This is an optimization exercise on Yosys and OpenROAD, whose aim is small area, a short achievable clock period and few clock cycles per item, not a production implementation.
At most, simulation tests tie the RTL to the original design; equivalence was not proved.
No functional check of the RTL was part of run 2.
Power is estimated from default activity; no workload was simulated.

===== design/flow/run.sh =====
#!/bin/bash
# synth_recipe.tcl (not shown) runs the flow's synth.tcl, then flattens the netlist and writes it again
# the make line also repeats each setting of config.mk as NAME=value (left out here)
make -C /OpenROAD-flow-scripts/flow DESIGN_CONFIG=/design/flow/config.mk WORK_HOME=/design/flow/orfs CLKGATE_MAP_FILE= SYNTH_SCRIPT=/design/flow/synth_recipe.tcl finish

===== design/flow/config.mk =====
export PLATFORM = sky130hd
export DESIGN_NAME = alu_exec_ctrl
export DESIGN_NICKNAME = alu_exec_ctrl
export VERILOG_FILES = /design/flow/design.v
export SDC_FILE = /design/flow/constraint.sdc
export NUM_CORES = 4
export LEC_CHECK = 0
export CAP_MARGIN = 20
export CORE_MARGIN = 2
export CORE_UTILIZATION = 60
export PLACE_DENSITY = 0.75
export SETUP_SLACK_MARGIN = 4
export SLEW_MARGIN = 20
export TNS_END_PERCENT = 5

===== design/flow/constraint.sdc =====
create_clock -name core_clock -period 10.0 [get_ports {clk}]
set_input_delay 2.0000 -clock core_clock [delete_from_list [all_inputs] [get_ports {clk}]]
set_output_delay 2.0000 -clock core_clock [all_outputs]
set_load 0.01 [all_outputs]

===== design/flow/design.v =====
module alu_exec_ctrl #(
  parameter int MUL_LAT = 3
) (
  input  logic        clk,
  input  logic        rst_n,
  input  logic        instr_valid,
  output logic        instr_ready,
  input  logic [31:0] instr,
  output logic        busy,
  output logic        done,
  output logic        illegal,
  output logic [4:0]  wb_addr,
  output logic [15:0] wb_data,
  output logic [15:0] sgpr_out,
  input  logic [4:0]  dbg_addr,
  output logic [15:0] dbg_data
);
  logic [15:0] gpr [32];
  logic [31:0] gv;
  logic [15:0] sgpr;
  logic        s1_v;
  logic [31:0] ir;
  logic [4:0]  s1_opc, rs1, rs2;
  logic        imm;
  assign s1_opc = ir[31:27];
  assign rs1    = ir[21:17];
  assign imm    = ir[16];
  assign rs2    = ir[15:11];
  logic        s2_v, s2_we, s2_mul, s2_fa, s2_fb;
  logic [4:0]  s2_opc, s2_rd;
  logic        s2_imm;
  logic [15:0] ra, rb;
  logic        s3_v, s3_we, s3_mul;
  logic [15:0] hs0, hs1, hi;
  logic        hc, s3_hc;
  assign hi = hs0 + hs1 + {15'd0, s3_hc};
  logic        stall;
  assign stall = s1_v && s1_opc == 5'd4 && s2_v && s2_we &&
                 (s2_rd == rs1 || (!imm && s2_rd == rs2));
  assign instr_ready = rst_n && !stall;
  logic [4:0]  addr_a;
  logic [31:0] sel_a, sel_b;
  logic [15:0] rd_a, rd_b;
  logic        w3a, w3b;
  assign addr_a = s1_v ? rs1 : dbg_addr;
  assign sel_a  = (32'd1 << addr_a) & gv;
  assign sel_b  = (32'd1 << rs2) & gv;
  always_comb begin
    rd_a = '0;
    rd_b = '0;
    for (int i = 0; i < 32; i++) begin
      rd_a = rd_a | (gpr[i] & {16{sel_a[i]}});
      rd_b = rd_b | (gpr[i] & {16{sel_b[i]}});
    end
  end
  assign dbg_data = rd_a;
  assign sgpr_out = sgpr;
  assign w3a      = s3_v && s3_we && wb_addr == rs1;
  assign w3b      = s3_v && s3_we && wb_addr == rs2;
  always_ff @(posedge clk) begin
    if (!stall) ir <= instr;
    s2_opc <= s1_opc;
    s2_rd  <= ir[26:22];
    s2_imm <= imm;
    s2_we  <= s1_opc <= 5'd11;
    s2_mul <= s1_opc == 5'd4;
    s2_fa  <= s2_v && s2_we && s2_rd == rs1;
    s2_fb  <= !imm && s2_v && s2_we && s2_rd == rs2;
    ra     <= w3a ? wb_data : rd_a;
    rb     <= imm ? ir[15:0] : w3b ? wb_data : rd_b;
  end
  logic [15:0] a, b, alu, sg, sum, mv, lo;
  logic [31:0] r0, r1;
  logic        sub;
  assign a = s2_fa ? wb_data : ra;
  assign b = s2_fb ? wb_data : rb;
  mul16_csa u_mul (.a(ra), .b(rb), .r0(r0), .r1(r1));
  assign {hc, lo} = {1'b0, r0[15:0]} + {1'b0, r1[15:0]};
  assign sg  = s3_v && s3_mul ? hi : sgpr;
  assign sub = s2_opc[0];
  assign sum = a + (b ^ {16{sub}}) + {15'd0, sub};
  assign mv  = s2_imm ? b : a;
  always_comb begin
    case (s2_opc)
      5'd0:    alu = sg;
      5'd1:    alu = mv;
      5'd2:    alu = sum;
      5'd3:    alu = sum;
      5'd5:    alu = a | b;
      5'd6:    alu = a & b;
      5'd7:    alu = a ^ b;
      5'd8:    alu = ~(a ^ b);
      5'd9:    alu = ~(a & b);
      5'd10:   alu = ~(a | b);
      5'd11:   alu = ~mv;
      default: alu = '0;
    endcase
  end
  always_ff @(posedge clk) begin
    s3_we   <= s2_we;
    s3_mul  <= s2_mul;
    illegal <= !s2_we;
    wb_addr <= s2_rd;
    wb_data <= s2_mul ? lo : alu;
    hs0     <= r0[31:16];
    hs1     <= r1[31:16];
    s3_hc   <= hc;
    if (s3_v && s3_we) gpr[wb_addr] <= wb_data;
  end
  always_ff @(posedge clk or negedge rst_n)
    if (!rst_n) begin
      s1_v <= 1'b0;
      s2_v <= 1'b0;
      s3_v <= 1'b0;
      sgpr <= '0;
      gv   <= '0;
    end else begin
      s1_v <= stall || instr_valid;
      s2_v <= s1_v && !stall;
      s3_v <= s2_v;
      if (s3_v && s3_mul) sgpr <= hi;
      if (s3_v && s3_we) gv[wb_addr] <= 1'b1;
    end
  assign busy = s1_v || s2_v || s3_v;
  assign done = s3_v;
endmodule
module mul16_csa(input [15:0] a, input [15:0] b, output [31:0] r0, output [31:0] r1);
  wire pp0_0 = a[0] & b[0];
  wire pp0_1 = a[1] & b[0];
  wire pp0_2 = a[2] & b[0];
  wire pp0_3 = a[3] & b[0];
  wire pp0_4 = a[4] & b[0];
  wire pp0_5 = a[5] & b[0];
  wire pp0_6 = a[6] & b[0];
  wire pp0_7 = a[7] & b[0];
  wire pp0_8 = a[8] & b[0];
  wire pp0_9 = a[9] & b[0];
  wire pp0_10 = a[10] & b[0];
  wire pp0_11 = a[11] & b[0];
  wire pp0_12 = a[12] & b[0];
  wire pp0_13 = a[13] & b[0];
  wire pp0_14 = a[14] & b[0];
  wire pp0_15 = a[15] & b[0];
  wire pp1_0 = a[0] & b[1];
  wire pp1_1 = a[1] & b[1];
  wire pp1_2 = a[2] & b[1];
  wire pp1_3 = a[3] & b[1];
  wire pp1_4 = a[4] & b[1];
  wire pp1_5 = a[5] & b[1];
  wire pp1_6 = a[6] & b[1];
  wire pp1_7 = a[7] & b[1];
  wire pp1_8 = a[8] & b[1];
  wire pp1_9 = a[9] & b[1];
  wire pp1_10 = a[10] & b[1];
  wire pp1_11 = a[11] & b[1];
  wire pp1_12 = a[12] & b[1];
  wire pp1_13 = a[13] & b[1];
  wire pp1_14 = a[14] & b[1];
  wire pp1_15 = a[15] & b[1];
  wire pp2_0 = a[0] & b[2];
  wire pp2_1 = a[1] & b[2];
  wire pp2_2 = a[2] & b[2];
  wire pp2_3 = a[3] & b[2];
  wire pp2_4 = a[4] & b[2];
  wire pp2_5 = a[5] & b[2];
  wire pp2_6 = a[6] & b[2];
  wire pp2_7 = a[7] & b[2];
  wire pp2_8 = a[8] & b[2];
  wire pp2_9 = a[9] & b[2];
  wire pp2_10 = a[10] & b[2];
  wire pp2_11 = a[11] & b[2];
  wire pp2_12 = a[12] & b[2];
  wire pp2_13 = a[13] & b[2];
  wire pp2_14 = a[14] & b[2];
  wire pp2_15 = a[15] & b[2];
  wire pp3_0 = a[0] & b[3];
  wire pp3_1 = a[1] & b[3];
  wire pp3_2 = a[2] & b[3];
  wire pp3_3 = a[3] & b[3];
  wire pp3_4 = a[4] & b[3];
  wire pp3_5 = a[5] & b[3];
  wire pp3_6 = a[6] & b[3];
  wire pp3_7 = a[7] & b[3];
  wire pp3_8 = a[8] & b[3];
  wire pp3_9 = a[9] & b[3];
  wire pp3_10 = a[10] & b[3];
  wire pp3_11 = a[11] & b[3];
  wire pp3_12 = a[12] & b[3];
  wire pp3_13 = a[13] & b[3];
  wire pp3_14 = a[14] & b[3];
  wire pp3_15 = a[15] & b[3];
  wire pp4_0 = a[0] & b[4];
  wire pp4_1 = a[1] & b[4];
  wire pp4_2 = a[2] & b[4];
  wire pp4_3 = a[3] & b[4];
  wire pp4_4 = a[4] & b[4];
  wire pp4_5 = a[5] & b[4];
  wire pp4_6 = a[6] & b[4];
  wire pp4_7 = a[7] & b[4];
  wire pp4_8 = a[8] & b[4];
  wire pp4_9 = a[9] & b[4];
  wire pp4_10 = a[10] & b[4];
  wire pp4_11 = a[11] & b[4];
  wire pp4_12 = a[12] & b[4];
  wire pp4_13 = a[13] & b[4];
  wire pp4_14 = a[14] & b[4];
  wire pp4_15 = a[15] & b[4];
  wire pp5_0 = a[0] & b[5];
  wire pp5_1 = a[1] & b[5];
  wire pp5_2 = a[2] & b[5];
  wire pp5_3 = a[3] & b[5];
  wire pp5_4 = a[4] & b[5];
  wire pp5_5 = a[5] & b[5];
  wire pp5_6 = a[6] & b[5];
  wire pp5_7 = a[7] & b[5];
  wire pp5_8 = a[8] & b[5];
  wire pp5_9 = a[9] & b[5];
  wire pp5_10 = a[10] & b[5];
  wire pp5_11 = a[11] & b[5];
  wire pp5_12 = a[12] & b[5];
  wire pp5_13 = a[13] & b[5];
  wire pp5_14 = a[14] & b[5];
  wire pp5_15 = a[15] & b[5];
  wire pp6_0 = a[0] & b[6];
  wire pp6_1 = a[1] & b[6];
  wire pp6_2 = a[2] & b[6];
  wire pp6_3 = a[3] & b[6];
  wire pp6_4 = a[4] & b[6];
  wire pp6_5 = a[5] & b[6];
  wire pp6_6 = a[6] & b[6];
  wire pp6_7 = a[7] & b[6];
  wire pp6_8 = a[8] & b[6];
  wire pp6_9 = a[9] & b[6];
  wire pp6_10 = a[10] & b[6];
  wire pp6_11 = a[11] & b[6];
  wire pp6_12 = a[12] & b[6];
  wire pp6_13 = a[13] & b[6];
  wire pp6_14 = a[14] & b[6];
  wire pp6_15 = a[15] & b[6];
  wire pp7_0 = a[0] & b[7];
  wire pp7_1 = a[1] & b[7];
  wire pp7_2 = a[2] & b[7];
  wire pp7_3 = a[3] & b[7];
  wire pp7_4 = a[4] & b[7];
  wire pp7_5 = a[5] & b[7];
  wire pp7_6 = a[6] & b[7];
  wire pp7_7 = a[7] & b[7];
  wire pp7_8 = a[8] & b[7];
  wire pp7_9 = a[9] & b[7];
  wire pp7_10 = a[10] & b[7];
  wire pp7_11 = a[11] & b[7];
  wire pp7_12 = a[12] & b[7];
  wire pp7_13 = a[13] & b[7];
  wire pp7_14 = a[14] & b[7];
  wire pp7_15 = a[15] & b[7];
  wire pp8_0 = a[0] & b[8];
  wire pp8_1 = a[1] & b[8];
  wire pp8_2 = a[2] & b[8];
  wire pp8_3 = a[3] & b[8];
  wire pp8_4 = a[4] & b[8];
  wire pp8_5 = a[5] & b[8];
  wire pp8_6 = a[6] & b[8];
  wire pp8_7 = a[7] & b[8];
  wire pp8_8 = a[8] & b[8];
  wire pp8_9 = a[9] & b[8];
  wire pp8_10 = a[10] & b[8];
  wire pp8_11 = a[11] & b[8];
  wire pp8_12 = a[12] & b[8];
  wire pp8_13 = a[13] & b[8];
  wire pp8_14 = a[14] & b[8];
  wire pp8_15 = a[15] & b[8];
  wire pp9_0 = a[0] & b[9];
  wire pp9_1 = a[1] & b[9];
  wire pp9_2 = a[2] & b[9];
  wire pp9_3 = a[3] & b[9];
  wire pp9_4 = a[4] & b[9];
  wire pp9_5 = a[5] & b[9];
  wire pp9_6 = a[6] & b[9];
  wire pp9_7 = a[7] & b[9];
  wire pp9_8 = a[8] & b[9];
  wire pp9_9 = a[9] & b[9];
  wire pp9_10 = a[10] & b[9];
  wire pp9_11 = a[11] & b[9];
  wire pp9_12 = a[12] & b[9];
  wire pp9_13 = a[13] & b[9];
  wire pp9_14 = a[14] & b[9];
  wire pp9_15 = a[15] & b[9];
  wire pp10_0 = a[0] & b[10];
  wire pp10_1 = a[1] & b[10];
  wire pp10_2 = a[2] & b[10];
  wire pp10_3 = a[3] & b[10];
  wire pp10_4 = a[4] & b[10];
  wire pp10_5 = a[5] & b[10];
  wire pp10_6 = a[6] & b[10];
  wire pp10_7 = a[7] & b[10];
  wire pp10_8 = a[8] & b[10];
  wire pp10_9 = a[9] & b[10];
  wire pp10_10 = a[10] & b[10];
  wire pp10_11 = a[11] & b[10];
  wire pp10_12 = a[12] & b[10];
  wire pp10_13 = a[13] & b[10];
  wire pp10_14 = a[14] & b[10];
  wire pp10_15 = a[15] & b[10];
  wire pp11_0 = a[0] & b[11];
  wire pp11_1 = a[1] & b[11];
  wire pp11_2 = a[2] & b[11];
  wire pp11_3 = a[3] & b[11];
  wire pp11_4 = a[4] & b[11];
  wire pp11_5 = a[5] & b[11];
  wire pp11_6 = a[6] & b[11];
  wire pp11_7 = a[7] & b[11];
  wire pp11_8 = a[8] & b[11];
  wire pp11_9 = a[9] & b[11];
  wire pp11_10 = a[10] & b[11];
  wire pp11_11 = a[11] & b[11];
  wire pp11_12 = a[12] & b[11];
  wire pp11_13 = a[13] & b[11];
  wire pp11_14 = a[14] & b[11];
  wire pp11_15 = a[15] & b[11];
  wire pp12_0 = a[0] & b[12];
  wire pp12_1 = a[1] & b[12];
  wire pp12_2 = a[2] & b[12];
  wire pp12_3 = a[3] & b[12];
  wire pp12_4 = a[4] & b[12];
  wire pp12_5 = a[5] & b[12];
  wire pp12_6 = a[6] & b[12];
  wire pp12_7 = a[7] & b[12];
  wire pp12_8 = a[8] & b[12];
  wire pp12_9 = a[9] & b[12];
  wire pp12_10 = a[10] & b[12];
  wire pp12_11 = a[11] & b[12];
  wire pp12_12 = a[12] & b[12];
  wire pp12_13 = a[13] & b[12];
  wire pp12_14 = a[14] & b[12];
  wire pp12_15 = a[15] & b[12];
  wire pp13_0 = a[0] & b[13];
  wire pp13_1 = a[1] & b[13];
  wire pp13_2 = a[2] & b[13];
  wire pp13_3 = a[3] & b[13];
  wire pp13_4 = a[4] & b[13];
  wire pp13_5 = a[5] & b[13];
  wire pp13_6 = a[6] & b[13];
  wire pp13_7 = a[7] & b[13];
  wire pp13_8 = a[8] & b[13];
  wire pp13_9 = a[9] & b[13];
  wire pp13_10 = a[10] & b[13];
  wire pp13_11 = a[11] & b[13];
  wire pp13_12 = a[12] & b[13];
  wire pp13_13 = a[13] & b[13];
  wire pp13_14 = a[14] & b[13];
  wire pp13_15 = a[15] & b[13];
  wire pp14_0 = a[0] & b[14];
  wire pp14_1 = a[1] & b[14];
  wire pp14_2 = a[2] & b[14];
  wire pp14_3 = a[3] & b[14];
  wire pp14_4 = a[4] & b[14];
  wire pp14_5 = a[5] & b[14];
  wire pp14_6 = a[6] & b[14];
  wire pp14_7 = a[7] & b[14];
  wire pp14_8 = a[8] & b[14];
  wire pp14_9 = a[9] & b[14];
  wire pp14_10 = a[10] & b[14];
  wire pp14_11 = a[11] & b[14];
  wire pp14_12 = a[12] & b[14];
  wire pp14_13 = a[13] & b[14];
  wire pp14_14 = a[14] & b[14];
  wire pp14_15 = a[15] & b[14];
  wire pp15_0 = a[0] & b[15];
  wire pp15_1 = a[1] & b[15];
  wire pp15_2 = a[2] & b[15];
  wire pp15_3 = a[3] & b[15];
  wire pp15_4 = a[4] & b[15];
  wire pp15_5 = a[5] & b[15];
  wire pp15_6 = a[6] & b[15];
  wire pp15_7 = a[7] & b[15];
  wire pp15_8 = a[8] & b[15];
  wire pp15_9 = a[9] & b[15];
  wire pp15_10 = a[10] & b[15];
  wire pp15_11 = a[11] & b[15];
  wire pp15_12 = a[12] & b[15];
  wire pp15_13 = a[13] & b[15];
  wire pp15_14 = a[14] & b[15];
  wire pp15_15 = a[15] & b[15];
  wire s0 = pp0_13 ^ pp1_12;
  wire c0 = pp0_13 & pp1_12;
  wire s1 = pp0_14 ^ pp1_13 ^ pp2_12;
  wire c1 = (pp0_14 & pp1_13) | (pp0_14 & pp2_12) | (pp1_13 & pp2_12);
  wire s2 = pp3_11 ^ pp4_10;
  wire c2 = pp3_11 & pp4_10;
  wire s3 = pp0_15 ^ pp1_14 ^ pp2_13;
  wire c3 = (pp0_15 & pp1_14) | (pp0_15 & pp2_13) | (pp1_14 & pp2_13);
  wire s4 = pp3_12 ^ pp4_11 ^ pp5_10;
  wire c4 = (pp3_12 & pp4_11) | (pp3_12 & pp5_10) | (pp4_11 & pp5_10);
  wire s5 = pp6_9 ^ pp7_8;
  wire c5 = pp6_9 & pp7_8;
  wire s6 = pp1_15 ^ pp2_14 ^ pp3_13;
  wire c6 = (pp1_15 & pp2_14) | (pp1_15 & pp3_13) | (pp2_14 & pp3_13);
  wire s7 = pp4_12 ^ pp5_11 ^ pp6_10;
  wire c7 = (pp4_12 & pp5_11) | (pp4_12 & pp6_10) | (pp5_11 & pp6_10);
  wire s8 = pp7_9 ^ pp8_8;
  wire c8 = pp7_9 & pp8_8;
  wire s9 = pp2_15 ^ pp3_14 ^ pp4_13;
  wire c9 = (pp2_15 & pp3_14) | (pp2_15 & pp4_13) | (pp3_14 & pp4_13);
  wire s10 = pp5_12 ^ pp6_11 ^ pp7_10;
  wire c10 = (pp5_12 & pp6_11) | (pp5_12 & pp7_10) | (pp6_11 & pp7_10);
  wire s11 = pp3_15 ^ pp4_14 ^ pp5_13;
  wire c11 = (pp3_15 & pp4_14) | (pp3_15 & pp5_13) | (pp4_14 & pp5_13);
  wire s12 = pp0_9 ^ pp1_8;
  wire c12 = pp0_9 & pp1_8;
  wire s13 = pp0_10 ^ pp1_9 ^ pp2_8;
  wire c13 = (pp0_10 & pp1_9) | (pp0_10 & pp2_8) | (pp1_9 & pp2_8);
  wire s14 = pp3_7 ^ pp4_6;
  wire c14 = pp3_7 & pp4_6;
  wire s15 = pp0_11 ^ pp1_10 ^ pp2_9;
  wire c15 = (pp0_11 & pp1_10) | (pp0_11 & pp2_9) | (pp1_10 & pp2_9);
  wire s16 = pp3_8 ^ pp4_7 ^ pp5_6;
  wire c16 = (pp3_8 & pp4_7) | (pp3_8 & pp5_6) | (pp4_7 & pp5_6);
  wire s17 = pp6_5 ^ pp7_4;
  wire c17 = pp6_5 & pp7_4;
  wire s18 = pp0_12 ^ pp1_11 ^ pp2_10;
  wire c18 = (pp0_12 & pp1_11) | (pp0_12 & pp2_10) | (pp1_11 & pp2_10);
  wire s19 = pp3_9 ^ pp4_8 ^ pp5_7;
  wire c19 = (pp3_9 & pp4_8) | (pp3_9 & pp5_7) | (pp4_8 & pp5_7);
  wire s20 = pp6_6 ^ pp7_5 ^ pp8_4;
  wire c20 = (pp6_6 & pp7_5) | (pp6_6 & pp8_4) | (pp7_5 & pp8_4);
  wire s21 = pp9_3 ^ pp10_2;
  wire c21 = pp9_3 & pp10_2;
  wire s22 = pp2_11 ^ pp3_10 ^ pp4_9;
  wire c22 = (pp2_11 & pp3_10) | (pp2_11 & pp4_9) | (pp3_10 & pp4_9);
  wire s23 = pp5_8 ^ pp6_7 ^ pp7_6;
  wire c23 = (pp5_8 & pp6_7) | (pp5_8 & pp7_6) | (pp6_7 & pp7_6);
  wire s24 = pp8_5 ^ pp9_4 ^ pp10_3;
  wire c24 = (pp8_5 & pp9_4) | (pp8_5 & pp10_3) | (pp9_4 & pp10_3);
  wire s25 = pp11_2 ^ pp12_1 ^ pp13_0;
  wire c25 = (pp11_2 & pp12_1) | (pp11_2 & pp13_0) | (pp12_1 & pp13_0);
  wire s26 = pp5_9 ^ pp6_8 ^ pp7_7;
  wire c26 = (pp5_9 & pp6_8) | (pp5_9 & pp7_7) | (pp6_8 & pp7_7);
  wire s27 = pp8_6 ^ pp9_5 ^ pp10_4;
  wire c27 = (pp8_6 & pp9_5) | (pp8_6 & pp10_4) | (pp9_5 & pp10_4);
  wire s28 = pp11_3 ^ pp12_2 ^ pp13_1;
  wire c28 = (pp11_3 & pp12_2) | (pp11_3 & pp13_1) | (pp12_2 & pp13_1);
  wire s29 = pp14_0 ^ s1 ^ s2;
  wire c29 = (pp14_0 & s1) | (pp14_0 & s2) | (s1 & s2);
  wire s30 = pp8_7 ^ pp9_6 ^ pp10_5;
  wire c30 = (pp8_7 & pp9_6) | (pp8_7 & pp10_5) | (pp9_6 & pp10_5);
  wire s31 = pp11_4 ^ pp12_3 ^ pp13_2;
  wire c31 = (pp11_4 & pp12_3) | (pp11_4 & pp13_2) | (pp12_3 & pp13_2);
  wire s32 = pp14_1 ^ pp15_0 ^ s3;
  wire c32 = (pp14_1 & pp15_0) | (pp14_1 & s3) | (pp15_0 & s3);
  wire s33 = s4 ^ s5 ^ c1;
  wire c33 = (s4 & s5) | (s4 & c1) | (s5 & c1);
  wire s34 = pp9_7 ^ pp10_6 ^ pp11_5;
  wire c34 = (pp9_7 & pp10_6) | (pp9_7 & pp11_5) | (pp10_6 & pp11_5);
  wire s35 = pp12_4 ^ pp13_3 ^ pp14_2;
  wire c35 = (pp12_4 & pp13_3) | (pp12_4 & pp14_2) | (pp13_3 & pp14_2);
  wire s36 = pp15_1 ^ s6 ^ s7;
  wire c36 = (pp15_1 & s6) | (pp15_1 & s7) | (s6 & s7);
  wire s37 = s8 ^ c3 ^ c4;
  wire c37 = (s8 & c3) | (s8 & c4) | (c3 & c4);
  wire s38 = pp8_9 ^ pp9_8 ^ pp10_7;
  wire c38 = (pp8_9 & pp9_8) | (pp8_9 & pp10_7) | (pp9_8 & pp10_7);
  wire s39 = pp11_6 ^ pp12_5 ^ pp13_4;
  wire c39 = (pp11_6 & pp12_5) | (pp11_6 & pp13_4) | (pp12_5 & pp13_4);
  wire s40 = pp14_3 ^ pp15_2 ^ s9;
  wire c40 = (pp14_3 & pp15_2) | (pp14_3 & s9) | (pp15_2 & s9);
  wire s41 = s10 ^ c6 ^ c7;
  wire c41 = (s10 & c6) | (s10 & c7) | (c6 & c7);
  wire s42 = pp6_12 ^ pp7_11 ^ pp8_10;
  wire c42 = (pp6_12 & pp7_11) | (pp6_12 & pp8_10) | (pp7_11 & pp8_10);
  wire s43 = pp9_9 ^ pp10_8 ^ pp11_7;
  wire c43 = (pp9_9 & pp10_8) | (pp9_9 & pp11_7) | (pp10_8 & pp11_7);
  wire s44 = pp12_6 ^ pp13_5 ^ pp14_4;
  wire c44 = (pp12_6 & pp13_5) | (pp12_6 & pp14_4) | (pp13_5 & pp14_4);
  wire s45 = pp15_3 ^ s11 ^ c9;
  wire c45 = (pp15_3 & s11) | (pp15_3 & c9) | (s11 & c9);
  wire s46 = pp4_15 ^ pp5_14 ^ pp6_13;
  wire c46 = (pp4_15 & pp5_14) | (pp4_15 & pp6_13) | (pp5_14 & pp6_13);
  wire s47 = pp7_12 ^ pp8_11 ^ pp9_10;
  wire c47 = (pp7_12 & pp8_11) | (pp7_12 & pp9_10) | (pp8_11 & pp9_10);
  wire s48 = pp10_9 ^ pp11_8 ^ pp12_7;
  wire c48 = (pp10_9 & pp11_8) | (pp10_9 & pp12_7) | (pp11_8 & pp12_7);
  wire s49 = pp13_6 ^ pp14_5 ^ pp15_4;
  wire c49 = (pp13_6 & pp14_5) | (pp13_6 & pp15_4) | (pp14_5 & pp15_4);
  wire s50 = pp5_15 ^ pp6_14 ^ pp7_13;
  wire c50 = (pp5_15 & pp6_14) | (pp5_15 & pp7_13) | (pp6_14 & pp7_13);
  wire s51 = pp8_12 ^ pp9_11 ^ pp10_10;
  wire c51 = (pp8_12 & pp9_11) | (pp8_12 & pp10_10) | (pp9_11 & pp10_10);
  wire s52 = pp11_9 ^ pp12_8 ^ pp13_7;
  wire c52 = (pp11_9 & pp12_8) | (pp11_9 & pp13_7) | (pp12_8 & pp13_7);
  wire s53 = pp6_15 ^ pp7_14 ^ pp8_13;
  wire c53 = (pp6_15 & pp7_14) | (pp6_15 & pp8_13) | (pp7_14 & pp8_13);
  wire s54 = pp9_12 ^ pp10_11 ^ pp11_10;
  wire c54 = (pp9_12 & pp10_11) | (pp9_12 & pp11_10) | (pp10_11 & pp11_10);
  wire s55 = pp7_15 ^ pp8_14 ^ pp9_13;
  wire c55 = (pp7_15 & pp8_14) | (pp7_15 & pp9_13) | (pp8_14 & pp9_13);
  wire s56 = pp0_6 ^ pp1_5;
  wire c56 = pp0_6 & pp1_5;
  wire s57 = pp0_7 ^ pp1_6 ^ pp2_5;
  wire c57 = (pp0_7 & pp1_6) | (pp0_7 & pp2_5) | (pp1_6 & pp2_5);
  wire s58 = pp3_4 ^ pp4_3;
  wire c58 = pp3_4 & pp4_3;
  wire s59 = pp0_8 ^ pp1_7 ^ pp2_6;
  wire c59 = (pp0_8 & pp1_7) | (pp0_8 & pp2_6) | (pp1_7 & pp2_6);
  wire s60 = pp3_5 ^ pp4_4 ^ pp5_3;
  wire c60 = (pp3_5 & pp4_4) | (pp3_5 & pp5_3) | (pp4_4 & pp5_3);
  wire s61 = pp6_2 ^ pp7_1;
  wire c61 = pp6_2 & pp7_1;
  wire s62 = pp2_7 ^ pp3_6 ^ pp4_5;
  wire c62 = (pp2_7 & pp3_6) | (pp2_7 & pp4_5) | (pp3_6 & pp4_5);
  wire s63 = pp5_4 ^ pp6_3 ^ pp7_2;
  wire c63 = (pp5_4 & pp6_3) | (pp5_4 & pp7_2) | (pp6_3 & pp7_2);
  wire s64 = pp8_1 ^ pp9_0 ^ s12;
  wire c64 = (pp8_1 & pp9_0) | (pp8_1 & s12) | (pp9_0 & s12);
  wire s65 = pp5_5 ^ pp6_4 ^ pp7_3;
  wire c65 = (pp5_5 & pp6_4) | (pp5_5 & pp7_3) | (pp6_4 & pp7_3);
  wire s66 = pp8_2 ^ pp9_1 ^ pp10_0;
  wire c66 = (pp8_2 & pp9_1) | (pp8_2 & pp10_0) | (pp9_1 & pp10_0);
  wire s67 = s13 ^ s14 ^ c12;
  wire c67 = (s13 & s14) | (s13 & c12) | (s14 & c12);
  wire s68 = pp8_3 ^ pp9_2 ^ pp10_1;
  wire c68 = (pp8_3 & pp9_2) | (pp8_3 & pp10_1) | (pp9_2 & pp10_1);
  wire s69 = pp11_0 ^ s15 ^ s16;
  wire c69 = (pp11_0 & s15) | (pp11_0 & s16) | (s15 & s16);
  wire s70 = s17 ^ c13 ^ c14;
  wire c70 = (s17 & c13) | (s17 & c14) | (c13 & c14);
  wire s71 = pp11_1 ^ pp12_0 ^ s18;
  wire c71 = (pp11_1 & pp12_0) | (pp11_1 & s18) | (pp12_0 & s18);
  wire s72 = s19 ^ s20 ^ s21;
  wire c72 = (s19 & s20) | (s19 & s21) | (s20 & s21);
  wire s73 = c15 ^ c16 ^ c17;
  wire c73 = (c15 & c16) | (c15 & c17) | (c16 & c17);
  wire s74 = s0 ^ s22 ^ s23;
  wire c74 = (s0 & s22) | (s0 & s23) | (s22 & s23);
  wire s75 = s24 ^ s25 ^ c18;
  wire c75 = (s24 & s25) | (s24 & c18) | (s25 & c18);
  wire s76 = c19 ^ c20 ^ c21;
  wire c76 = (c19 & c20) | (c19 & c21) | (c20 & c21);
  wire s77 = c0 ^ s26 ^ s27;
  wire c77 = (c0 & s26) | (c0 & s27) | (s26 & s27);
  wire s78 = s28 ^ s29 ^ c22;
  wire c78 = (s28 & s29) | (s28 & c22) | (s29 & c22);
  wire s79 = c23 ^ c24 ^ c25;
  wire c79 = (c23 & c24) | (c23 & c25) | (c24 & c25);
  wire s80 = c2 ^ s30 ^ s31;
  wire c80 = (c2 & s30) | (c2 & s31) | (s30 & s31);
  wire s81 = s32 ^ s33 ^ c26;
  wire c81 = (s32 & s33) | (s32 & c26) | (s33 & c26);
  wire s82 = c27 ^ c28 ^ c29;
  wire c82 = (c27 & c28) | (c27 & c29) | (c28 & c29);
  wire s83 = c5 ^ s34 ^ s35;
  wire c83 = (c5 & s34) | (c5 & s35) | (s34 & s35);
  wire s84 = s36 ^ s37 ^ c30;
  wire c84 = (s36 & s37) | (s36 & c30) | (s37 & c30);
  wire s85 = c31 ^ c32 ^ c33;
  wire c85 = (c31 & c32) | (c31 & c33) | (c32 & c33);
  wire s86 = c8 ^ s38 ^ s39;
  wire c86 = (c8 & s38) | (c8 & s39) | (s38 & s39);
  wire s87 = s40 ^ s41 ^ c34;
  wire c87 = (s40 & s41) | (s40 & c34) | (s41 & c34);
  wire s88 = c35 ^ c36 ^ c37;
  wire c88 = (c35 & c36) | (c35 & c37) | (c36 & c37);
  wire s89 = c10 ^ s42 ^ s43;
  wire c89 = (c10 & s42) | (c10 & s43) | (s42 & s43);
  wire s90 = s44 ^ s45 ^ c38;
  wire c90 = (s44 & s45) | (s44 & c38) | (s45 & c38);
  wire s91 = c39 ^ c40 ^ c41;
  wire c91 = (c39 & c40) | (c39 & c41) | (c40 & c41);
  wire s92 = c11 ^ s46 ^ s47;
  wire c92 = (c11 & s46) | (c11 & s47) | (s46 & s47);
  wire s93 = s48 ^ s49 ^ c42;
  wire c93 = (s48 & s49) | (s48 & c42) | (s49 & c42);
  wire s94 = c43 ^ c44 ^ c45;
  wire c94 = (c43 & c44) | (c43 & c45) | (c44 & c45);
  wire s95 = pp14_6 ^ pp15_5 ^ s50;
  wire c95 = (pp14_6 & pp15_5) | (pp14_6 & s50) | (pp15_5 & s50);
  wire s96 = s51 ^ s52 ^ c46;
  wire c96 = (s51 & s52) | (s51 & c46) | (s52 & c46);
  wire s97 = c47 ^ c48 ^ c49;
  wire c97 = (c47 & c48) | (c47 & c49) | (c48 & c49);
  wire s98 = pp12_9 ^ pp13_8 ^ pp14_7;
  wire c98 = (pp12_9 & pp13_8) | (pp12_9 & pp14_7) | (pp13_8 & pp14_7);
  wire s99 = pp15_6 ^ s53 ^ s54;
  wire c99 = (pp15_6 & s53) | (pp15_6 & s54) | (s53 & s54);
  wire s100 = c50 ^ c51 ^ c52;
  wire c100 = (c50 & c51) | (c50 & c52) | (c51 & c52);
  wire s101 = pp10_12 ^ pp11_11 ^ pp12_10;
  wire c101 = (pp10_12 & pp11_11) | (pp10_12 & pp12_10) | (pp11_11 & pp12_10);
  wire s102 = pp13_9 ^ pp14_8 ^ pp15_7;
  wire c102 = (pp13_9 & pp14_8) | (pp13_9 & pp15_7) | (pp14_8 & pp15_7);
  wire s103 = s55 ^ c53 ^ c54;
  wire c103 = (s55 & c53) | (s55 & c54) | (c53 & c54);
  wire s104 = pp8_15 ^ pp9_14 ^ pp10_13;
  wire c104 = (pp8_15 & pp9_14) | (pp8_15 & pp10_13) | (pp9_14 & pp10_13);
  wire s105 = pp11_12 ^ pp12_11 ^ pp13_10;
  wire c105 = (pp11_12 & pp12_11) | (pp11_12 & pp13_10) | (pp12_11 & pp13_10);
  wire s106 = pp14_9 ^ pp15_8 ^ c55;
  wire c106 = (pp14_9 & pp15_8) | (pp14_9 & c55) | (pp15_8 & c55);
  wire s107 = pp9_15 ^ pp10_14 ^ pp11_13;
  wire c107 = (pp9_15 & pp10_14) | (pp9_15 & pp11_13) | (pp10_14 & pp11_13);
  wire s108 = pp12_12 ^ pp13_11 ^ pp14_10;
  wire c108 = (pp12_12 & pp13_11) | (pp12_12 & pp14_10) | (pp13_11 & pp14_10);
  wire s109 = pp10_15 ^ pp11_14 ^ pp12_13;
  wire c109 = (pp10_15 & pp11_14) | (pp10_15 & pp12_13) | (pp11_14 & pp12_13);
  wire s110 = pp0_4 ^ pp1_3;
  wire c110 = pp0_4 & pp1_3;
  wire s111 = pp0_5 ^ pp1_4 ^ pp2_3;
  wire c111 = (pp0_5 & pp1_4) | (pp0_5 & pp2_3) | (pp1_4 & pp2_3);
  wire s112 = pp3_2 ^ pp4_1;
  wire c112 = pp3_2 & pp4_1;
  wire s113 = pp2_4 ^ pp3_3 ^ pp4_2;
  wire c113 = (pp2_4 & pp3_3) | (pp2_4 & pp4_2) | (pp3_3 & pp4_2);
  wire s114 = pp5_1 ^ pp6_0 ^ s56;
  wire c114 = (pp5_1 & pp6_0) | (pp5_1 & s56) | (pp6_0 & s56);
  wire s115 = pp5_2 ^ pp6_1 ^ pp7_0;
  wire c115 = (pp5_2 & pp6_1) | (pp5_2 & pp7_0) | (pp6_1 & pp7_0);
  wire s116 = s57 ^ s58 ^ c56;
  wire c116 = (s57 & s58) | (s57 & c56) | (s58 & c56);
  wire s117 = pp8_0 ^ s59 ^ s60;
  wire c117 = (pp8_0 & s59) | (pp8_0 & s60) | (s59 & s60);
  wire s118 = s61 ^ c57 ^ c58;
  wire c118 = (s61 & c57) | (s61 & c58) | (c57 & c58);
  wire s119 = s62 ^ s63 ^ s64;
  wire c119 = (s62 & s63) | (s62 & s64) | (s63 & s64);
  wire s120 = c59 ^ c60 ^ c61;
  wire c120 = (c59 & c60) | (c59 & c61) | (c60 & c61);
  wire s121 = s65 ^ s66 ^ s67;
  wire c121 = (s65 & s66) | (s65 & s67) | (s66 & s67);
  wire s122 = c62 ^ c63 ^ c64;
  wire c122 = (c62 & c63) | (c62 & c64) | (c63 & c64);
  wire s123 = s68 ^ s69 ^ s70;
  wire c123 = (s68 & s69) | (s68 & s70) | (s69 & s70);
  wire s124 = c65 ^ c66 ^ c67;
  wire c124 = (c65 & c66) | (c65 & c67) | (c66 & c67);
  wire s125 = s71 ^ s72 ^ s73;
  wire c125 = (s71 & s72) | (s71 & s73) | (s72 & s73);
  wire s126 = c68 ^ c69 ^ c70;
  wire c126 = (c68 & c69) | (c68 & c70) | (c69 & c70);
  wire s127 = s74 ^ s75 ^ s76;
  wire c127 = (s74 & s75) | (s74 & s76) | (s75 & s76);
  wire s128 = c71 ^ c72 ^ c73;
  wire c128 = (c71 & c72) | (c71 & c73) | (c72 & c73);
  wire s129 = s77 ^ s78 ^ s79;
  wire c129 = (s77 & s78) | (s77 & s79) | (s78 & s79);
  wire s130 = c74 ^ c75 ^ c76;
  wire c130 = (c74 & c75) | (c74 & c76) | (c75 & c76);
  wire s131 = s80 ^ s81 ^ s82;
  wire c131 = (s80 & s81) | (s80 & s82) | (s81 & s82);
  wire s132 = c77 ^ c78 ^ c79;
  wire c132 = (c77 & c78) | (c77 & c79) | (c78 & c79);
  wire s133 = s83 ^ s84 ^ s85;
  wire c133 = (s83 & s84) | (s83 & s85) | (s84 & s85);
  wire s134 = c80 ^ c81 ^ c82;
  wire c134 = (c80 & c81) | (c80 & c82) | (c81 & c82);
  wire s135 = s86 ^ s87 ^ s88;
  wire c135 = (s86 & s87) | (s86 & s88) | (s87 & s88);
  wire s136 = c83 ^ c84 ^ c85;
  wire c136 = (c83 & c84) | (c83 & c85) | (c84 & c85);
  wire s137 = s89 ^ s90 ^ s91;
  wire c137 = (s89 & s90) | (s89 & s91) | (s90 & s91);
  wire s138 = c86 ^ c87 ^ c88;
  wire c138 = (c86 & c87) | (c86 & c88) | (c87 & c88);
  wire s139 = s92 ^ s93 ^ s94;
  wire c139 = (s92 & s93) | (s92 & s94) | (s93 & s94);
  wire s140 = c89 ^ c90 ^ c91;
  wire c140 = (c89 & c90) | (c89 & c91) | (c90 & c91);
  wire s141 = s95 ^ s96 ^ s97;
  wire c141 = (s95 & s96) | (s95 & s97) | (s96 & s97);
  wire s142 = c92 ^ c93 ^ c94;
  wire c142 = (c92 & c93) | (c92 & c94) | (c93 & c94);
  wire s143 = s98 ^ s99 ^ s100;
  wire c143 = (s98 & s99) | (s98 & s100) | (s99 & s100);
  wire s144 = c95 ^ c96 ^ c97;
  wire c144 = (c95 & c96) | (c95 & c97) | (c96 & c97);
  wire s145 = s101 ^ s102 ^ s103;
  wire c145 = (s101 & s102) | (s101 & s103) | (s102 & s103);
  wire s146 = c98 ^ c99 ^ c100;
  wire c146 = (c98 & c99) | (c98 & c100) | (c99 & c100);
  wire s147 = s104 ^ s105 ^ s106;
  wire c147 = (s104 & s105) | (s104 & s106) | (s105 & s106);
  wire s148 = c101 ^ c102 ^ c103;
  wire c148 = (c101 & c102) | (c101 & c103) | (c102 & c103);
  wire s149 = pp15_9 ^ s107 ^ s108;
  wire c149 = (pp15_9 & s107) | (pp15_9 & s108) | (s107 & s108);
  wire s150 = c104 ^ c105 ^ c106;
  wire c150 = (c104 & c105) | (c104 & c106) | (c105 & c106);
  wire s151 = pp13_12 ^ pp14_11 ^ pp15_10;
  wire c151 = (pp13_12 & pp14_11) | (pp13_12 & pp15_10) | (pp14_11 & pp15_10);
  wire s152 = s109 ^ c107 ^ c108;
  wire c152 = (s109 & c107) | (s109 & c108) | (c107 & c108);
  wire s153 = pp11_15 ^ pp12_14 ^ pp13_13;
  wire c153 = (pp11_15 & pp12_14) | (pp11_15 & pp13_13) | (pp12_14 & pp13_13);
  wire s154 = pp14_12 ^ pp15_11 ^ c109;
  wire c154 = (pp14_12 & pp15_11) | (pp14_12 & c109) | (pp15_11 & c109);
  wire s155 = pp12_15 ^ pp13_14 ^ pp14_13;
  wire c155 = (pp12_15 & pp13_14) | (pp12_15 & pp14_13) | (pp13_14 & pp14_13);
  wire s156 = pp0_3 ^ pp1_2;
  wire c156 = pp0_3 & pp1_2;
  wire s157 = pp2_2 ^ pp3_1 ^ pp4_0;
  wire c157 = (pp2_2 & pp3_1) | (pp2_2 & pp4_0) | (pp3_1 & pp4_0);
  wire s158 = pp5_0 ^ s111 ^ s112;
  wire c158 = (pp5_0 & s111) | (pp5_0 & s112) | (s111 & s112);
  wire s159 = s113 ^ s114 ^ c111;
  wire c159 = (s113 & s114) | (s113 & c111) | (s114 & c111);
  wire s160 = s115 ^ s116 ^ c113;
  wire c160 = (s115 & s116) | (s115 & c113) | (s116 & c113);
  wire s161 = s117 ^ s118 ^ c115;
  wire c161 = (s117 & s118) | (s117 & c115) | (s118 & c115);
  wire s162 = s119 ^ s120 ^ c117;
  wire c162 = (s119 & s120) | (s119 & c117) | (s120 & c117);
  wire s163 = s121 ^ s122 ^ c119;
  wire c163 = (s121 & s122) | (s121 & c119) | (s122 & c119);
  wire s164 = s123 ^ s124 ^ c121;
  wire c164 = (s123 & s124) | (s123 & c121) | (s124 & c121);
  wire s165 = s125 ^ s126 ^ c123;
  wire c165 = (s125 & s126) | (s125 & c123) | (s126 & c123);
  wire s166 = s127 ^ s128 ^ c125;
  wire c166 = (s127 & s128) | (s127 & c125) | (s128 & c125);
  wire s167 = s129 ^ s130 ^ c127;
  wire c167 = (s129 & s130) | (s129 & c127) | (s130 & c127);
  wire s168 = s131 ^ s132 ^ c129;
  wire c168 = (s131 & s132) | (s131 & c129) | (s132 & c129);
  wire s169 = s133 ^ s134 ^ c131;
  wire c169 = (s133 & s134) | (s133 & c131) | (s134 & c131);
  wire s170 = s135 ^ s136 ^ c133;
  wire c170 = (s135 & s136) | (s135 & c133) | (s136 & c133);
  wire s171 = s137 ^ s138 ^ c135;
  wire c171 = (s137 & s138) | (s137 & c135) | (s138 & c135);
  wire s172 = s139 ^ s140 ^ c137;
  wire c172 = (s139 & s140) | (s139 & c137) | (s140 & c137);
  wire s173 = s141 ^ s142 ^ c139;
  wire c173 = (s141 & s142) | (s141 & c139) | (s142 & c139);
  wire s174 = s143 ^ s144 ^ c141;
  wire c174 = (s143 & s144) | (s143 & c141) | (s144 & c141);
  wire s175 = s145 ^ s146 ^ c143;
  wire c175 = (s145 & s146) | (s145 & c143) | (s146 & c143);
  wire s176 = s147 ^ s148 ^ c145;
  wire c176 = (s147 & s148) | (s147 & c145) | (s148 & c145);
  wire s177 = s149 ^ s150 ^ c147;
  wire c177 = (s149 & s150) | (s149 & c147) | (s150 & c147);
  wire s178 = s151 ^ s152 ^ c149;
  wire c178 = (s151 & s152) | (s151 & c149) | (s152 & c149);
  wire s179 = s153 ^ s154 ^ c151;
  wire c179 = (s153 & s154) | (s153 & c151) | (s154 & c151);
  wire s180 = pp15_12 ^ s155 ^ c153;
  wire c180 = (pp15_12 & s155) | (pp15_12 & c153) | (s155 & c153);
  wire s181 = pp13_15 ^ pp14_14 ^ pp15_13;
  wire c181 = (pp13_15 & pp14_14) | (pp13_15 & pp15_13) | (pp14_14 & pp15_13);
  wire s182 = pp0_2 ^ pp1_1;
  wire c182 = pp0_2 & pp1_1;
  wire s183 = pp2_1 ^ pp3_0 ^ s156;
  wire c183 = (pp2_1 & pp3_0) | (pp2_1 & s156) | (pp3_0 & s156);
  wire s184 = s110 ^ s157 ^ c156;
  wire c184 = (s110 & s157) | (s110 & c156) | (s157 & c156);
  wire s185 = c110 ^ s158 ^ c157;
  wire c185 = (c110 & s158) | (c110 & c157) | (s158 & c157);
  wire s186 = c112 ^ s159 ^ c158;
  wire c186 = (c112 & s159) | (c112 & c158) | (s159 & c158);
  wire s187 = c114 ^ s160 ^ c159;
  wire c187 = (c114 & s160) | (c114 & c159) | (s160 & c159);
  wire s188 = c116 ^ s161 ^ c160;
  wire c188 = (c116 & s161) | (c116 & c160) | (s161 & c160);
  wire s189 = c118 ^ s162 ^ c161;
  wire c189 = (c118 & s162) | (c118 & c161) | (s162 & c161);
  wire s190 = c120 ^ s163 ^ c162;
  wire c190 = (c120 & s163) | (c120 & c162) | (s163 & c162);
  wire s191 = c122 ^ s164 ^ c163;
  wire c191 = (c122 & s164) | (c122 & c163) | (s164 & c163);
  wire s192 = c124 ^ s165 ^ c164;
  wire c192 = (c124 & s165) | (c124 & c164) | (s165 & c164);
  wire s193 = c126 ^ s166 ^ c165;
  wire c193 = (c126 & s166) | (c126 & c165) | (s166 & c165);
  wire s194 = c128 ^ s167 ^ c166;
  wire c194 = (c128 & s167) | (c128 & c166) | (s167 & c166);
  wire s195 = c130 ^ s168 ^ c167;
  wire c195 = (c130 & s168) | (c130 & c167) | (s168 & c167);
  wire s196 = c132 ^ s169 ^ c168;
  wire c196 = (c132 & s169) | (c132 & c168) | (s169 & c168);
  wire s197 = c134 ^ s170 ^ c169;
  wire c197 = (c134 & s170) | (c134 & c169) | (s170 & c169);
  wire s198 = c136 ^ s171 ^ c170;
  wire c198 = (c136 & s171) | (c136 & c170) | (s171 & c170);
  wire s199 = c138 ^ s172 ^ c171;
  wire c199 = (c138 & s172) | (c138 & c171) | (s172 & c171);
  wire s200 = c140 ^ s173 ^ c172;
  wire c200 = (c140 & s173) | (c140 & c172) | (s173 & c172);
  wire s201 = c142 ^ s174 ^ c173;
  wire c201 = (c142 & s174) | (c142 & c173) | (s174 & c173);
  wire s202 = c144 ^ s175 ^ c174;
  wire c202 = (c144 & s175) | (c144 & c174) | (s175 & c174);
  wire s203 = c146 ^ s176 ^ c175;
  wire c203 = (c146 & s176) | (c146 & c175) | (s176 & c175);
  wire s204 = c148 ^ s177 ^ c176;
  wire c204 = (c148 & s177) | (c148 & c176) | (s177 & c176);
  wire s205 = c150 ^ s178 ^ c177;
  wire c205 = (c150 & s178) | (c150 & c177) | (s178 & c177);
  wire s206 = c152 ^ s179 ^ c178;
  wire c206 = (c152 & s179) | (c152 & c178) | (s179 & c178);
  wire s207 = c154 ^ s180 ^ c179;
  wire c207 = (c154 & s180) | (c154 & c179) | (s180 & c179);
  wire s208 = c155 ^ s181 ^ c180;
  wire c208 = (c155 & s181) | (c155 & c180) | (s181 & c180);
  wire s209 = pp14_15 ^ pp15_14 ^ c181;
  wire c209 = (pp14_15 & pp15_14) | (pp14_15 & c181) | (pp15_14 & c181);
  assign r0 = {1'b0, pp15_15, s209, s208, s207, s206, s205, s204, s203, s202, s201, s200, s199, s198, s197, s196, s195, s194, s193, s192, s191, s190, s189, s188, s187, s186, s185, s184, s183, pp2_0, pp0_1, pp0_0};
  assign r1 = {1'b0, c209, c208, c207, c206, c205, c204, c203, c202, c201, c200, c199, c198, c197, c196, c195, c194, c193, c192, c191, c190, c189, c188, c187, c186, c185, c184, c183, c182, s182, pp1_0, 1'b0};
endmodule

==> results.sh, run 1 <==
export IMPL_syn_cell_area_um2=38300
export IMPL_ys_ff_latch=697
export IMPL_cap_violations=0
export IMPL_synth_warnings=1
export IMPL_path_cells="buf_2 -> or3b_4 -> a21oi_4 -> and3_1 -> buf_12 -> buf_12 -> a22oi_1 -> nand3_1 -> or4_4 -> buf_6"
export IMPL_synth_adder_area_share_pct=13.5
export IMPL_grt_pass1_vias=31754
export IMPL_port_buffers=96
export IMPL_worstMarginPinSlew_ns=1.27
export IMPL_power_density_nw_per_um2=172
export IMPL_crit_top_cell="buf_12"
export IMPL_synth_distinct_cells=72
export IMPL_crit_path_max_fanout=8
export IMPL_drtAntennaViolNets=0
export IMPL_hp_start="ir[22]"
export IMPL_synthCells=3218
export IMPL_p_leak_nw=17.0
export IMPL_rows=92
export IMPL_cts_buffers=73
export IMPL_mostFrequentLayoutCells="544 x edfxtp_1, 436 x a22oi_1, 235 x inv_1"
export IMPL_max_slew_margin_rel_pct=14.8
export IMPL_rsz0062_at_grt="yes"
export IMPL_r2r_start="rb[1]"
export IMPL_synth_mux_area_share_pct=1.76
export IMPL_grt_max_degree=53
export IMPL_holdPathStages=0
export IMPL_drc=0
export IMPL_synth_area_per_cell_um2=11.9
export IMPL_placed_area_um2=40500
export IMPL_dieArea_um2=65900
export IMPL_hold_violations=0
export IMPL_overflow=0
export IMPL_clockBufferDepth=3
export IMPL_worst_setup_path_type="in2out"
export IMPL_fin_area_um2=44800
export IMPL_core_area_um2=63100
export IMPL_start_util_pct=60.8
export IMPL_reg2reg_slack_ns=4.05
export IMPL_r2r_end="wb_data[15]"
export IMPL_path_clk_slew_ns=0.06
export IMPL_clk_latency_ns=0.69
export IMPL_cts_tree="built"
export IMPL_synth_edf_count=544
export IMPL_cts_sinks=697
export IMPL_routedWlPerCell_um=37.8
export IMPL_synth_xor_area_share_pct=1.78
export IMPL_synth_ff_type="edfxtp_1"
export IMPL_setup_viol=0
export IMPL_ys_async_sr_fraction_pct=7.32
export IMPL_final_common_cell="edfxtp_1"
export IMPL_clockRootBuffer="clkbuf_16"
export IMPL_yosys_area_share_simple_pct=11.8
export IMPL_dr_total_vias=32444
export IMPL_crit_slowest_cell="or4_4"
export IMPL_finalSetupTns_ns=0
export IMPL_area_growth_pct=17.0
export IMPL_period_minus_slack_ns=6.18
export IMPL_gp_congestion=1.01
export IMPL_rr_worst_depth=17
export IMPL_syn_num_nets=3551
export IMPL_synth_top_family_by_area="compound AO/OA/AOI/OAI gates"
export IMPL_grt_pass1_wl_mm=228
export IMPL_skew_ns=0.0639
export IMPL_viasPerCell=7.52
export IMPL_antenna_found_initial=7
export IMPL_drt_first_pass_iters=14
export IMPL_drt_total_wl_mm=163
export IMPL_ios=97
export IMPL_cp_arrival_ns=4.18
export IMPL_nets=3738
export IMPL_status="timing/DRC/antenna clean"
export IMPL_die_h_um=257
export IMPL_synth_compound_area_share_pct=15.3
export IMPL_dp_hpwl_mm=95.5
export IMPL_fmax_ghz=0.162
export IMPL_fin_crit_sh_pct=61.8
export IMPL_track_usage_pct=49.0
export IMPL_slew_viol_final=0
export IMPL_hp_class="reg2reg"
export IMPL_drive_gt1_share_pct=15.5
export IMPL_worst_setup_path_start_kind="input port"
export IMPL_drt_iter0_drc=6080
export IMPL_min_to="s2_rd[0]"
export IMPL_worstPathRequired_ns=8.00
export IMPL_die_w_um=257
export IMPL_cp_slowest_stage_delay_ns=0.62
export IMPL_ctsHoldBuffers=0
export IMPL_crit_path_end_kind="output port"
export IMPL_seq_area_frac_synth_pct=51.3
export IMPL_ir_worst_vdd_mv=0.168
export IMPL_htree_levels=3
==> worst max path at each step <==
stage	from	end	slack (ns)
after detailed placement	dbg_addr[2]	dbg_data[1]	2.49
after CTS	dbg_addr[4]	dbg_data[15]	3.89
after global placement	dbg_addr[2]	dbg_data[1]	2.52
after floorplan	dbg_addr[3]	dbg_data[7]	4.30
after global routing	dbg_addr[2]	dbg_data[9]	3.80
final	dbg_addr[0]	dbg_data[12]	3.82
==> per-layer routing <==
metal	up-vias	part of all wire, %	track usage (%)
met5	-	0.094	0.804
met4	8	9.8	33.6
met3	1167	17	22.0
met2	3374	42	71.7
met1	15573	32	58.0
li1	12322	-	-
==> synthesized netlist by cell type, drive strengths merged, types with 7 or more instances <==
cell    count  share of area (%)
nor2b       7               0.11
dfrtp      51                3.3
clkbuf    180                1.8
o21bai      9               0.18
nand2     163                1.6
a22o       34               0.78
a21o       45               0.88
a221oi     44                1.2
nand2b     11               0.18
nor4       22               0.36
or3b        8               0.18
or4         8               0.21
ha         94                3.1
buf        30               0.55
inv       235                2.3
or3         8               0.13
a31oi       9               0.15
dfxtp     102                5.3
a21oi      81                1.1
mux2       35                1.1
nor3b       7               0.14
nand3b      9               0.20
o22ai       9               0.15
nand3      36               0.47
xnor2      51                1.2
a211oi     18               0.35
nor3       25               0.33
o21ai      81                1.1
edfxtp    544                 43
fa        199                 10
and3       67                1.1
and2      219                3.6
mux2i      25               0.70
a22oi     445                8.7
nand4     111                1.8
nor2      128                1.3
xor2       27               0.62
==> cell type report <==
type,count,area (µm²)
multi-input combinational,2076,17500
antenna,8,20.0
clock buffer,89,1920
clock inverter,44,556
sequential,697,19700
fill,4417,18200
timing repair buffer,322,3280
tap,846,1060
inverter,235,882
==> per-stage QoR <==
stage | setup WS (ns) | hold slack (ns) | power, W | instances | utilization [%]
after floorplan | 4.30 | 0.323 | 0.00426 | 3218 | -
after global placement | 2.52 | 0.331 | 0.00478 | 4061 | 64.1
after detailed placement | 2.49 | 0.331 | 0.00484 | 4062 | 64.2
after CTS | 3.89 | 0.350 | 0.00762 | 4302 | 70.8
after global routing | 3.80 | 0.360 | 0.00789 | 4312 | 71.1
final | 3.82 | 0.350 | 0.00769 | 4317 | 71.1
==> flip-flops by register name (all words and copies together) (netlist names), 5 cells and up <==
signal	count
s2_rd	5
ra	16
rb	16
ir	32
s2_opc	5
wb_addr	5
hs1	15
gv	32
wb_data	16
gpr	512
hs0	15
sgpr	16
==> report_power, final <==
part           internal (W)  switching (W)
clock               0.00156        0.00127
combinational      0.000537       0.000903
sequential          0.00329       0.000139
total               0.00538        0.00231
==> cells by family (layout without fill, tap and decap cells) <==
| kind of cell | count (synthesis) | in the layout |
|---|---|---|
| xor gates and xnor gates | 78 | 78 |
| muxes | 60 | 60 |
| AOI/OAI and AO/OA | 807 | 807 |
| buffers and inverters | 445 | 690 |
| and+or+nand+nor | 838 | 838 |
| other | 0 | 8 |
| DFF | 697 | 697 |
| adders and majority gates | 293 | 293 |
==> critical path, delay by kind of cell <==
family | cells | cell delay, ns
buffers and inverters | 4 | 0.62
and+or+nand+nor | 4 | 1.22
AOI/OAI and AO/OA | 2 | 0.33
==> repair_timing <==
action | in CTS | in global routing
endpoints found under the setup margin | 16 | 17
gates cloned | 1 | 0
pin swaps | 37 | 15
buffers inserted | 106 | 7
gates resized for setup | 223 | 16
Testbench counts, summed over its fixed seeds: cycles 32,137, instrs 32,000.
==> inputs of run 2 (changes only) <==
--- a/design/flow/design.v
+++ b/design/flow/design.v
@@ -45,3 +45,3 @@
   assign addr_a = s1_v ? rs1 : dbg_addr;
-  assign sel_a  = (32'd1 << addr_a) & gv;
+  assign sel_a  = (s1_v ? (32'd1 << rs1) : (32'd1 << dbg_addr)) & gv;
   assign sel_b  = (32'd1 << rs2) & gv;
==> results.sh, run 2 <==
export IMPL_synth_adder_area_share_pct=13.4
export IMPL_synth_distinct_cells=75
export IMPL_area_growth_pct=15.6
export IMPL_drt_iter0_drc=5505
export IMPL_cts_sinks=697
export IMPL_start_util_pct=60.9
export IMPL_yosysMostFrequentCell="edfxtp_1"
export IMPL_mostFrequentLayoutCells="544 x edfxtp_1, 370 x a22oi_1, 238 x inv_1"
export IMPL_synth_common_cells="544 x edfxtp_1, 372 x a22oi_1, 239 x inv_1, 218 x and2_1, 199 x fa_1"
export IMPL_hp_class="reg2reg"
export IMPL_synth_top_family_by_area="compound AO/OA/AOI/OAI gates"
export IMPL_rows=92
export IMPL_endpoint="dbg_data[1]"
export IMPL_ios=97
export IMPL_dr_total_vias=31752
export IMPL_largest_reg_flops=512
export IMPL_worst_setup_path_type="in2out"
export IMPL_reg_largest_list="gpr: 512 flops, gv: 32 flops, ir: 32 flops"
export IMPL_multi_input_area_um2=17600
export IMPL_clockRootBuffer="clkbuf_16"
export IMPL_hp_start="ir[26]"
export IMPL_final_common_cell="edfxtp_1"
export IMPL_power_density_nw_per_um2=176
export IMPL_gp_congestion=1.01
export IMPL_period_minus_slack_ns=6.19
export IMPL_die_h_um=258
export IMPL_ys_ff_latch=697
export IMPL_viasPerCell=7.45
export IMPL_worstPathRequired_ns=8.00
export IMPL_synth_top_area_share_pct=42.4
export IMPL_overflow=0
export IMPL_synth_edf_count=544
export IMPL_synth_compound_area_share_pct=15.7
export IMPL_grt_pass1_vias=31104
export IMPL_die_w_um=258
export IMPL_crit_top_cell="buf_8"
export IMPL_reg2reg_slack_ns=4.39
export IMPL_drt_total_wl_mm=161
export IMPL_skew_ns=0.0414
export IMPL_grt_max_degree=53
export IMPL_htree_levels=3
export IMPL_worst_setup_path_start_kind="input port"
export IMPL_cp_arrival_ns=4.19
export IMPL_drtAntennaViolNets=0
export IMPL_crit_path_end_kind="output port"
export IMPL_cp_slowest_stage_delay_ns=0.57
export IMPL_ctsHoldBuffers=0
export IMPL_path_cells="buf_8 -> mux2i_4 -> buf_12 -> nor2_4 -> and3_4 -> buf_8 -> a22o_1 -> a221oi_2 -> nand3_1 -> or4_4 -> buf_6"
export IMPL_top_register="gpr"
export IMPL_p_leak_nw=16.9
export IMPL_synth_warnings=1
export IMPL_r2r_end="wb_data[15]"
export IMPL_seq_area_frac_synth_pct=51.0
export IMPL_track_usage_pct=48.3
export IMPL_synth_mux_area_share_pct=1.68
export IMPL_cap_violations=0
export IMPL_nFillCells=4418
export IMPL_rsz0062_at_grt="yes"
export IMPL_port_buffers=96
export IMPL_crit_path_max_fanout=5
export IMPL_cp_startpoint="dbg_addr[4]"
export IMPL_nets=3685
export IMPL_grt_pass1_wl_mm=225
export IMPL_yosys_area_share_simple_pct=11.7
export IMPL_synth_xor_area_share_pct=1.66
export IMPL_clk_latency_ns=0.67
export IMPL_fmax_ghz=0.162
export IMPL_synthCells=3217
export IMPL_core_area_um2=63300
export IMPL_rr_worst_depth=14
export IMPL_yosys_top_cells_area="edfxtp_1 42%, fa_1 10%, a22oi_1 7.2%"
export IMPL_finalPower_w=0.00782
export IMPL_worstMarginPinSlew_ns=1.28
export IMPL_hold_violations=0
export IMPL_synth_top_area_cell="edfxtp_1"
export IMPL_cts_tree="built"
export IMPL_synth_ff_type="edfxtp_1"
export IMPL_drc=0
export IMPL_clockBufferDepth=3
export IMPL_dp_hpwl_mm=94.7
export IMPL_syn_num_nets=3550
export IMPL_finalSetupTns_ns=0
export IMPL_cts_buffers=76
export IMPL_slew_viol_final=0
export IMPL_dieArea_um2=66300
export IMPL_routedWlPerCell_um=37.8
export IMPL_antenna_found_initial=10
export IMPL_syn_cell_area_um2=38600
export IMPL_r2r_start="rb[0]"
export IMPL_synth_area_per_cell_um2=12.0
export IMPL_drive_gt1_share_pct=14.3
export IMPL_drt_first_pass_iters=11
export IMPL_fin_crit_sh_pct=61.9
export IMPL_ys_async_sr_fraction_pct=7.32
export IMPL_crit_slowest_cell="or4_4"
export IMPL_setup_viol=0
export IMPL_regArea_um2=19700
export IMPL_max_slew_margin_rel_pct=14.3
export IMPL_path_clk_slew_ns=0.06
export IMPL_status="timing/DRC/antenna clean"
export IMPL_ir_worst_vdd_mv=0.170
run 2: cell count changes after synthesis, moves of 7 or more:
cell,delta
a22oi_1,-73
a22o_1,+39
clkbuf_1,-28
a221oi_1,+23
nand3_1,+22
nand4_1,-22
buf_2,+21
nor2_1,-14
a221oi_2,+10
nor2b_1,+10
buf_6,+9
or4_4,+9
o22ai_1,-8
o21ai_0,+7
run 2: per-layer routing:
metal | routed length (µm) | vias up | global-route usage (%)
met5 | 136 | - | 0
met4 | 15600 | 12 | 33.3
met3 | 25600 | 1088 | 20.9
met2 | 66900 | 3139 | 70.0
met1 | 52700 | 15296 | 58.4
li1 | - | 12217 | -
run 2: logic make-up (layout without fill, tap and decap cells):
logic type,after synthesis,in the layout
buffers and inverters,452,649
flip-flops,697,697
AO/OA/AOI/OAI,813,813
adder cells (fa/ha/maj),293,293
AND/OR/NAND/NOR,831,831
multiplexers,58,58
other,0,4
XOR/XNOR,73,73
run 2: what timing repair did:
action / in CTS / in global routing
cloned: 2 / 0
buffers inserted: 59 / 4
endpoints found under the setup margin: 16 / 16
pin swaps: 46 / 11
gates resized for setup: 238 / 8
run 2: cell type report:
| type | instances | share of cell area (%) |
|---|---|---|
| multi-input combinational | 2068 | 39.5 |
| inverter | 239 | 2.02 |
| clock inverter | 46 | 1.41 |
| antenna | 4 | 0.0225 |
| timing repair buffer | 270 | 6.07 |
| clock buffer | 94 | 4.51 |
| sequential | 697 | 44.1 |
| tap | 846 | 2.37 |
run 2: report_power, final:
group / internal [W] / switching [W]
sequential: 0.00329 / 0.000144
combinational: 0.000530 / 0.000873
clock: 0.00174 / 0.00125
run 2: worst min path at each step:
stage / end / slack, ns / cells past startpoint
after floorplan: s2_rd[0] / 0.32 / 0
after global placement: s2_rd[4] / 0.32 / 0
after global routing: s2_rd[1] / 0.35 / 0
final: s2_rd[4] / 0.34 / 0
after detailed placement: s2_rd[1] / 0.33 / 0
after CTS: s2_rd[4] / 0.34 / 0
run 2: metrics by stage:
step | instance area, µm² | setup WS, ns | util, % | std cells | hold slack [ns]
final | 44600 | 3.81 | 70.4 | 4264 | 0.343
after global routing | 44600 | 3.79 | 70.4 | 4260 | 0.349
after CTS | 44500 | 3.92 | 70.2 | 4256 | 0.345
after detailed placement | 40600 | 2.41 | 64.2 | 4055 | 0.330
after global placement | 40600 | 2.45 | 64.2 | 4055 | 0.324
after floorplan | 38600 | 4.39 | - | 3217 | 0.323
run 2: critical path, delay by kind of cell:
kind / cells / cell delay, ns
and+or+nand+nor: 4 / 1.00
buffers and inverters: 4 / 0.58
AOI/OAI and AO/OA: 2 / 0.44
muxes: 1 / 0.17

## re-timing with driven ports
No port has a modelled driver above. Below, the same layouts with a new extraction and two added sets of constraints.
Step 1 (the two cells are an assumption about what drives the block):
set clk [get_ports {clk}]
set_driving_cell -lib_cell sky130_fd_sc_hd__clkbuf_16 $clk
set_driving_cell -lib_cell sky130_fd_sc_hd__buf_2 [delete_from_list [all_inputs] $clk]
Step 2 also shifts input and output timing later by t, the mid clock arrival at the registers, as if the neighbouring blocks saw the same clock.
Slacks: ideal / step 1 / step 2; pairs: ideal / step 1.
| run | t, ns | setup slack, ns | cell pins on the clock port's net |
|---|---|---|---|
| run 1 | 0.726 | 3.816 / 3.774 / 3.774 | 1 |
| run 2 | 0.718 | 3.811 / 3.746 / 3.746 | 1 |
After both steps every run listed still meets setup and hold. For run 2, which loses most, drivers alone change the setup slack by -0.065 ns; drivers and shift together by -0.065 ns.
